Source: an optimization exercise on an open RTL-to-GDS flow (aim: small area, a short achievable clock period and few clock cycles per item). Production flows keep margins and buffers that such runs may drop. Function was checked by simulation only, so behaviour that the tests miss may differ from the original.

==> run a <==
==> flow/design.v (excerpt) <==
module mod_inv_bin #(
    parameter int WIDTH     = 128,
    parameter int MAX_STEPS = 4*WIDTH+4,
    parameter int CNT_W     = $clog2(MAX_STEPS+1)
) (
    input  logic             clk,
    input  logic             rst,
    input  logic [WIDTH-1:0] a,
    input  logic [WIDTH-1:0] p,
    input  logic             start,
    output logic             busy,
    output logic [WIDTH-1:0] inv,
    output logic             done,
    output logic             error,
    output logic [1:0]       err_code
);
    localparam int W  = WIDTH;
    localparam int XW = W + 1;       
    localparam int AW = W + 5;       
    function automatic logic [3:0] ntab(input logic [2:0] pl, input logic [3:0] d);
        case ({pl, d})
            7'd0: ntab = 4'd0;
            7'd1: ntab = 4'd15;
            7'd2: ntab = 4'd14;
            7'd3: ntab = 4'd13;
            7'd4: ntab = 4'd12;
            7'd5: ntab = 4'd11;
            7'd6: ntab = 4'd10;
            7'd7: ntab = 4'd9;
            7'd8: ntab = 4'd8;
            7'd9: ntab = 4'd7;
            7'd10: ntab = 4'd6;
            7'd11: ntab = 4'd5;
            7'd12: ntab = 4'd4;
            7'd13: ntab = 4'd3;
            7'd14: ntab = 4'd2;
            7'd15: ntab = 4'd1;
            7'd16: ntab = 4'd0;
            7'd17: ntab = 4'd5;
            7'd18: ntab = 4'd10;
            7'd19: ntab = 4'd15;
            7'd20: ntab = 4'd4;
            7'd21: ntab = 4'd9;
            7'd22: ntab = 4'd14;
            7'd23: ntab = 4'd3;
            7'd24: ntab = 4'd8;
            7'd25: ntab = 4'd13;
            7'd26: ntab = 4'd2;
            7'd27: ntab = 4'd7;
            7'd28: ntab = 4'd12;
            7'd29: ntab = 4'd1;
            7'd30: ntab = 4'd6;
            7'd31: ntab = 4'd11;
            7'd32: ntab = 4'd0;
            7'd33: ntab = 4'd3;
            7'd34: ntab = 4'd6;
            7'd35: ntab = 4'd9;
            7'd36: ntab = 4'd12;
            7'd37: ntab = 4'd15;
            7'd38: ntab = 4'd2;
            7'd39: ntab = 4'd5;
            7'd40: ntab = 4'd8;
            7'd41: ntab = 4'd11;
            7'd42: ntab = 4'd14;
            7'd43: ntab = 4'd1;
            7'd44: ntab = 4'd4;
            7'd45: ntab = 4'd7;
            7'd46: ntab = 4'd10;
  ...
make LEC_CHECK=0 CAP_MARGIN=20 CORE_MARGIN=2 CORE_UTILIZATION=30 PLACE_DENSITY=0.45 SETUP_SLACK_MARGIN=5.0 SLEW_MARGIN=20 TNS_END_PERCENT=5 finish   # period 10.0 ns
run.sh (not shown) runs the stock make flow with config.mk's settings and CLKGATE_MAP_FILE= SYNTH_SCRIPT=/design/flow/synth_recipe.tcl, a recipe that flattens the netlist after the stock synthesis.
==> inputs of run b, as changes to run a <==
--- a/flow/design.v
+++ b/flow/design.v
@@ -379,12 +379,10 @@
     assign err2    = st_loop & first_q & (~u_q[0] | u_hi_zero);
     assign err1    = st_loop & first_q & ~(~u_q[0] | u_hi_zero)
                    & (v_zero | ~ge | (eq_raw & (u_q[0] == v_q[0])));
     assign err3    = st_loop & ~first_q & eq & ~u_one;
     assign stop_ok = st_loop & ~first_q & (u_one | v_one);
-    logic stop_now;
-    assign stop_now = stop_ok & u_one & ~x1s;
     assign any_err = err1 | err2 | err3;
     always_ff @(posedge clk) begin
         if (rst) begin
             st_idle    <= 1'b1;
             st_loop    <= 1'b0;
@@ -399,16 +397,16 @@
         end else begin
             start_q  <= start;
             first_q  <= accept;
             st_idle  <= (st_idle & ~accept) | st_fin;
             st_loop  <= accept | (st_loop & ~any_err & ~stop_ok);
-            st_final <= stop_ok & ~stop_now;
-            st_fin   <= any_err | st_final | stop_now;
+            st_final <= stop_ok;
+            st_fin   <= any_err | st_final;
             busy_q   <= accept | (busy_q & ~st_fin);
-            done_q   <= st_final | stop_now;
+            done_q   <= st_final;
             error_q  <= any_err;
-            if (any_err | st_final | stop_now)
+            if (any_err | st_final)
                 err_code_q <= err2 ? 2'd2 : err1 ? 2'd1 : err3 ? 2'd3 : 2'd0;
         end
     end
     logic loop_step, upd_u, upd_v;
     assign loop_step = st_loop & ~first_q & ~halt;
==> inputs of run c, as changes to run a <==
TNS_END_PERCENT = 1   (was 5)
==> results.yml <==
critical_path:
  reg2regPathDepth: 17
  critical_path.top_delay_family: "buffers and inverters"
  crit_path_max_incr_delay_ps: 730
  cpMostUsedCell: "buf_4"
sta:
  slew_headroom_pct: 25.15
outcome:
  status: "finished clean"
cells_and_area:
  multi_input_area_um2: 58110
  layout.cell_area.non_filler_um2: 93820
  drive_above_1_share_pct: 12.17
die:
  initial_core_util_pct: 30.22
yosys:
  synth_top_area_share_pct: 15.00
detailed_routing:
  drt_wl_total_mm: 391.5
-- figures above: run a

==> results.yml <==
die:
  initial_core_util_pct: 30.18
  die-width_um: 518.1
  boundaryPins: 392
sta:
  setup_viol: 0
  slew_headroom_pct: 23.23
detailed_routing:
  met3_length_mm: 36.78
  drt_wl_total_mm: 433.5
yosys:
  synth_common_cells: "nand2_1 (1097), a21oi_1 (843), inv_1 (815), nor2_1 (802), clkbuf_1 (665)"
  synth_top_area_share_pct: 14.54
critical_path:
  crit_path_max_incr_delay_ps: 580
  cp.depth: 19
  cpMostUsedCell: "a21oi_1"
  reg2regPathDepth: 19
  critical_path.top_delay_family: "compound AO/OA/AOI/OAI gates"
placement:
  dp_hpwl_mm: 324.7
cells_and_area:
  layout.cell_area.non_filler_um2: 96440
  multi_input_area_um2: 60170
outcome:
  status: "finished clean"
-- figures above: run b

==> results.yml <==
outcome:
  status: "finished clean"
cells_and_area:
  largest_class: "multi-input gates"
  num-multi-input-gates: 7601
  drive_above_1_share_pct: 10.94
  fin_nets: 10920
  layout.cell_area.non_filler_um2: 92480
detailed_routing:
  drt_wl_total_mm: 388.4
  met1Wirelength_mm: 165.8
sta:
  slew_headroom_pct: 24.88
global_route:
  grt_pass1_vias: 74860
yosys:
  ys.flop_type: "edfxtp_1"
  synth_top_area_share_pct: 15.00
critical_path:
  worst-path-max-fanout: 7
  r2r_slack_ps: 3750
  critical_path.top_delay_family: "adder cells"
  reg2regPathDepth: 22
  crit_path_max_incr_delay_ps: 620
die:
  nWellTaps: 3366
  initial_core_util_pct: 30.22
-- figures above: run c

Testbench counts of run a, summed over its fixed seeds: cycles 35,351, items 384.
Testbench counts of run b, summed over its fixed seeds: cycles 35,437, items 384.
Testbench counts of run c, summed over its fixed seeds: cycles 35,351, items 384.

[what the ideal ports hide]
In the flow no input, the clock included, has a driving cell. The finished layouts below were timed again as built, in two steps. Step 1 sets driving cells, clkbuf_16 on the clock port and buf_2 on the other inputs (assumed; they add their load-dependent delay and slew). Step 2 also shifts input and output timing later by t, the mid clock arrival at the registers, as if the neighbouring blocks saw the same clock. Slacks: ideal ports / drivers / drivers and shift; pairs: ideal ports / drivers.
run	shift t [ns]	setup slack, ns	hold slack, ns
run a	0.837	3.747 / 3.747 / 3.747	0.497 / 0.497 / 0.497
run b	0.861	3.687 / 3.687 / 3.687	0.454 / 0.454 / 0.454
run c	0.839	3.746 / 3.746 / 3.746	0.499 / 0.499 / 0.499
After both steps setup and hold are still met in every run listed.
